This design comes from an exercise in tuning for small area on the open sky130 flow, not from production work.
Only simulation tests tie the RTL to the original design; equivalence was not proved.
The flow treats the clock pin as an ideal source, which a real chip does not have.
Power is estimated from default activity; no workload was simulated.

Setup of run M:
Design game_of_life_20, start of the top module:
module game_of_life_20 (
  input  logic       clk,
  input  logic       rst,
  input  logic       load,
  input  logic       wr_en,
  input  logic [4:0] wr_row,
  input  logic [19:0] wr_data,
  output logic       hsync_out,
  output logic       vsync_out,
  output logic [3:0] red,
  output logic [3:0] green,
  output logic [3:0] blue
);
For scale: about 43 I/O pins.
clock: 10.0 ns
lec_check: 0
cap_margin: 20
core_margin: 2
core_utilization: 75
gpl_timing_driven: 0
place_density: 0.85
slew_margin: 20
synth_hierarchical: 1
synth_minimum_keep_size: 0
standard.sh (not shown) runs the stock make flow with config.mk's settings and CLKGATE_MAP_FILE= SYNTH_SCRIPT=/design/flow/synth_recipe.tcl, a recipe that flattens the netlist after the stock synthesis.
==> flow/flow/run.sh <==
#!/bin/bash
# Layout: the standard flow (standard.sh, standard synthesis included) with
# two changes to how buffers are placed: the clock tree gets no dummy loads
# added for balancing, and each port's buffer is the smallest buffer cell.
# The whole make output goes to standard.log; ORFS keeps each step's own log
# under orfs/logs/.
set -euo pipefail
export BUFFER_PORTS_ARGS="-buffer_cell sky130_fd_sc_hd__buf_1"
export CTS_ARGS="-sink_clustering_enable -repair_clock_nets -dont_use_dummy_load -sink_clustering_size 10 -sink_clustering_max_diameter 35 -buf_list sky130_fd_sc_hd__clkbuf_4"
bash standard.sh > standard.log 2>&1
What run D does differently from run M at the input level:
- GPL_TIMING_DRIVEN removed (was 0)
==> comparison <==
[compare] base=run M new=run D: placer's final routability congestion estimate now larger; required time reported for the critical path endpoint climbed 0.02 ns; worst clock skew went up 0.0057 ns. Compared with run M, run D ends up with a smaller final cell area. Relative to run M, met1 layer usage reported by global route decreased by 0.40 points in run D. Measured against each other, run M and run D differ in internal power, the lower figure coming from run D.


game_of_life_20, a different RTL version from the one above (not shown whole).
For scale: roughly 2,000 cells after synthesis, ~43 I/O pins, ~26,000 um2 of cells after synthesis.
Settings: LEC_CHECK=0, CAP_MARGIN=20, CORE_MARGIN=2, CORE_UTILIZATION=75, PLACE_DENSITY=0.85, SLEW_MARGIN=20, SYNTH_HIERARCHICAL=1, SYNTH_MINIMUM_KEEP_SIZE=0; clock period 10.0 ns.
==> flow/flow/run.sh <==
#!/bin/bash
# Layout: the standard flow (standard.sh, standard synthesis included) with
# three changes: the clock tree gets no dummy loads added for balancing, each
# port's buffer is the smallest buffer cell, and between clock tree synthesis
# and routing flow/recover.tcl downsizes cells where timing and slew allow.
# Each tool's output goes to a log of its own here: standard_cts.log (make up
# to the clock tree), recover.log (the resizing step), standard.log (make
# from routing to the end); ORFS keeps each step's log under orfs/logs/.
set -euo pipefail
export BUFFER_PORTS_ARGS="-buffer_cell sky130_fd_sc_hd__buf_1"
export CTS_ARGS="-sink_clustering_enable -repair_clock_nets -dont_use_dummy_load -sink_clustering_size 10 -sink_clustering_max_diameter 35 -buf_list sky130_fd_sc_hd__clkbuf_4"
bash standard.sh cts > standard_cts.log 2>&1
RESULTS=$PWD/orfs/results/sky130hd/game_of_life_20/base openroad -no_init -exit flow/recover.tcl > recover.log 2>&1
bash standard.sh > standard.log 2>&1
Other scripts of this flow, unchanged in this note and not shown: flow/flow/recover.tcl
Then changed:
- CORE_UTILIZATION: 75 -> 70
- PLACE_DENSITY: 0.85 -> 0.8
Non-clock buffer count went down by 1.
Fmax came out lower slightly.
Combinational power hardly moves.
Then changed:
- CORE_UTILIZATION: 70 -> 80
- PLACE_DENSITY: 0.8 -> 0.88
Outcome: Combinational power came out higher by about 4%. Routed wire length climbs by 5.7%. Hold slack improves by 5.7 ps. Cell area went down by 0.32%.


== pepper ==
Another version of the RTL of game_of_life_20 (not shown whole).
Size: about 2000 cells after synthesis, ~27000 µm² of cells after synthesis.
Design game_of_life_20, start of the top module:
module game_of_life_20 (
  input  logic       clk,
  input  logic       rst,
  input  logic       load,
  input  logic       wr_en,
  input  logic [4:0] wr_row,
  input  logic [19:0] wr_data,
  output logic       hsync_out,
  output logic       vsync_out,
  output logic [3:0] red,
  output logic [3:0] green,
  output logic [3:0] blue
);
  localparam int N = GRID_N_DEF;
  localparam logic [7:0] GEN_LAST = 8'h05;
  logic [N-1:0][N-1:0] r_a;         
  logic [N-1:1][N-1:0] r_bn;        
  logic [N-2:1]        r_ok;        
  logic [4:0]          r_lp;        
  logic [7:0]          r_gen;       
  logic [N-1:0]        r_rb, r_nb;  
  logic                w_clr, w_step, w_wr;
  logic [N-1:0]        w_up, w_mid, w_dn, w_next;
  logic [N-1:0]        w_wsel;
  logic [5:0]          w_tsum;
  logic [4:0]          w_tgt;
  assign w_clr  = rst || load;
  assign w_wr   = wr_en && (wr_row < 5'd20);
  assign w_step = !w_clr && !wr_en && (r_gen == GEN_LAST);
  assign w_mid = r_a[0];
  assign w_up  = (r_lp == 5'd0)  ? '0 : ~r_a[N-1];
  ...
clock: 10.0 ns
lec_check: 0
cap_margin: 20
core_margin: 2
core_utilization: 75
place_density: 0.85
slew_margin: 20
synth_hierarchical: 1
synth_minimum_keep_size: 0
==> flow/flow/run.sh <==
#!/bin/bash
# Layout: the standard flow (standard.sh, standard synthesis included) with
# three changes: the clock tree gets no dummy loads added for balancing, each
# port's buffer is the smallest buffer cell, and between clock tree synthesis
# and routing flow/recover.tcl downsizes cells on paths with timing slack.
# Each tool's output goes to a log of its own here: standard_cts.log (make up
# to the clock tree), recover.log (the resizing step), standard.log (make
# from routing to the end); ORFS keeps each step's log under orfs/logs/.
set -euo pipefail
export BUFFER_PORTS_ARGS="-buffer_cell sky130_fd_sc_hd__buf_1"
export CTS_ARGS="-sink_clustering_enable -repair_clock_nets -dont_use_dummy_load -sink_clustering_size 10 -sink_clustering_max_diameter 35 -buf_list sky130_fd_sc_hd__clkbuf_4"
bash standard.sh cts > standard_cts.log 2>&1
RESULTS=$PWD/orfs/results/sky130hd/game_of_life_20/base openroad -no_init -exit flow/recover.tcl > recover.log 2>&1
bash standard.sh > standard.log 2>&1
==> flow/flow/recover.tcl <==
# Between clock tree synthesis and routing: give back area on paths with
# timing slack (OpenROAD's power recovery downsizes cells there), then repair
# any max slew or capacitance violation that leaves and legalise placement.
set results $::env(RESULTS)
set platform $::env(FLOW_HOME)/platforms/sky130hd
read_db $results/4_cts.odb
read_liberty $platform/lib/sky130_fd_sc_hd__tt_025C_1v80.lib
read_sdc $results/4_cts.sdc
source $platform/setRC.tcl
set_dont_use [get_lib_cells {sky130_fd_sc_hd__probe_p_8 sky130_fd_sc_hd__probec_p_8 sky130_fd_sc_hd__lpflow_*}]
set_propagated_clock [all_clocks]
estimate_parasitics -placement
proc core_area {} {
  set a 0
  foreach inst [[ord::get_db_block] getInsts] {
    set m [$inst getMaster]
    if {[$m getType] eq "CORE"} { set a [expr {$a + [$m getWidth] * [$m getHeight]}] }
  }
  return [expr {$a / 1e6}]
}
puts "recover: before area [core_area] setup [worst_slack -max] hold [worst_slack -min]"
repair_timing -recover_power 100 -verbose
estimate_parasitics -placement
repair_design -slew_margin 20 -cap_margin 20 -verbose
estimate_parasitics -placement
puts "recover: after area [core_area] setup [worst_slack -max] hold [worst_slack -min]"
detailed_placement
check_placement -verbose
estimate_parasitics -placement
repair_timing -setup_margin 0 -hold_margin 0
puts "recover: final area [core_area] setup [worst_slack -max] hold [worst_slack -min]"
report_check_types -max_slew -max_capacitance -violators
write_db $results/4_cts.odb
Here is what was changed in the inputs of xenon compared with pepper.
--- a/flow/flow/run.sh
+++ b/flow/flow/run.sh
@@ -4,3 +4,3 @@
 # port's buffer is the smallest buffer cell, and between clock tree synthesis
-# and routing flow/recover.tcl downsizes cells on paths with timing slack.
+# and routing flow/recover.tcl downsizes cells where timing and slew allow.
 # Each tool's output goes to a log of its own here: standard_cts.log (make up
--- a/flow/flow/recover.tcl
+++ b/flow/flow/recover.tcl
@@ -1,4 +1,7 @@
 # Between clock tree synthesis and routing: give back area on paths with
-# timing slack (OpenROAD's power recovery downsizes cells there), then repair
-# any max slew or capacitance violation that leaves and legalise placement.
+# timing slack (OpenROAD's power recovery downsizes cells there), then
+# downsize each remaining logic cell as far as its output slew (at most
+# 1 ns, against the library's 1.5 ns) and the setup slack (above 1 ns)
+# allow, then repair any max slew or capacitance violation that leaves and
+# legalise placement.
 set results $::env(RESULTS)
@@ -26,2 +29,40 @@
 puts "recover: after area [core_area] setup [worst_slack -max] hold [worst_slack -min]"
+# Downsize logic cells (not registers or clock buffers) to the smallest size
+# that keeps the output pin's slew at most 1 ns, no slew or capacitance
+# violation anywhere, and the setup slack above 1 ns.
+proc out_ok {inst} {
+  foreach pin [get_pins -of_objects $inst -filter "direction==output"] {
+    foreach e {rise fall} {
+      set s [get_property $pin slew_max_$e]
+      if {$s > 1.0} { return 0 }
+    }
+  }
+  return 1
+}
+set ndown 0
+foreach inst [get_cells *] {
+  set ref [get_property $inst ref_name]
+  if {![regexp {^(sky130_fd_sc_hd__[a-z0-9]+)_([0-9]+)$} $ref -> base drive]} continue
+  if {$drive <= 1} continue
+  if {[regexp {df|dl|clkbuf|clkinv|conb|tap|fill|decap|diode} $base]} continue
+  set done 0
+  foreach d {0 1 2 4 6 8} {
+    if {$d >= $drive || $done} continue
+    set cand ${base}_$d
+    if {[llength [get_lib_cells -quiet $cand]] == 0} continue
+    if {[string match "*lpflow*" $cand] || [string match "*probe*" $cand]} continue
+    replace_cell $inst $cand
+    estimate_parasitics -placement
+    if {[out_ok $inst] && [worst_slack -max] > 1.0 && [sta::max_slew_violation_count] == 0 && [sta::max_capacitance_violation_count] == 0} {
+      set done 1; incr ndown
+    } else {
+      replace_cell $inst $ref
+      estimate_parasitics -placement
+    }
+  }
+}
+puts "down: resized $ndown, area [core_area] setup [worst_slack -max] hold [worst_slack -min]"
+repair_design -slew_margin 20 -cap_margin 20 -verbose
+estimate_parasitics -placement
+puts "recover: after downsizing area [core_area] setup [worst_slack -max] hold [worst_slack -min]"
 detailed_placement
==> comparison <==
Per the comparison of xenon with pepper, post-layout worst setup margin lost 0.0072 ns; total power essentially unchanged; detailed-route wire length per cell held.
The met1 capacity usage during global routing was comparable across pepper and xenon.
Net switching share of the total power delta (xenon -> pepper): insignificant

==> what the ideal ports hide <==
In the flow no input, the clock included, has a driving cell. The finished layouts below were timed again as built, in two steps. Step 1 (the two cells are an assumption about what drives the block):
set clk [get_ports {clk}]
set_driving_cell -lib_cell sky130_fd_sc_hd__clkbuf_16 $clk
set_driving_cell -lib_cell sky130_fd_sc_hd__buf_2 [delete_from_list [all_inputs] $clk]
Step 2, shift: input delay + t, output delay - t, t = (earliest + latest rising clock arrival at the registers) / 2. This alone moves slack from input paths to output paths. a / b / c = no drivers / after step 1 / after step 2; a / b = the first two.
run	t, ns	slack for setup (ns)	worst hold slack (ns)	worst setup path after step 2	clock arrival spread, ns
run M	0.877	4.676 / 4.711 / 3.835	0.311 / 0.311 / 0.311	input to register	0.069 / 0.069
run D	0.862	4.250 / 4.279 / 3.417	0.305 / 0.305 / 0.305	input to register	0.074 / 0.074
the first run of note 2	0.859	3.614 / 3.644 / 2.785	0.297 / 0.297 / 0.297	input to register	0.082 / 0.083
the second run of note 2	0.853	3.555 / 3.584 / 2.731	0.284 / 0.284 / 0.284	input to register	0.086 / 0.087
the third run of note 2	0.838	3.396 / 3.420 / 2.582	0.290 / 0.290 / 0.290	input to register	0.094 / 0.094
pepper	0.855	3.912 / 3.944 / 3.089	0.287 / 0.287 / 0.287	input to register	0.104 / 0.103
xenon	0.857	3.904 / 3.935 / 3.079	0.290 / 0.290 / 0.290	input to register	0.103 / 0.103
After both steps every run listed still meets setup and hold. The setup slack of run M, which loses most, moves by +0.035 ns with the drivers and by -0.841 ns with both steps.
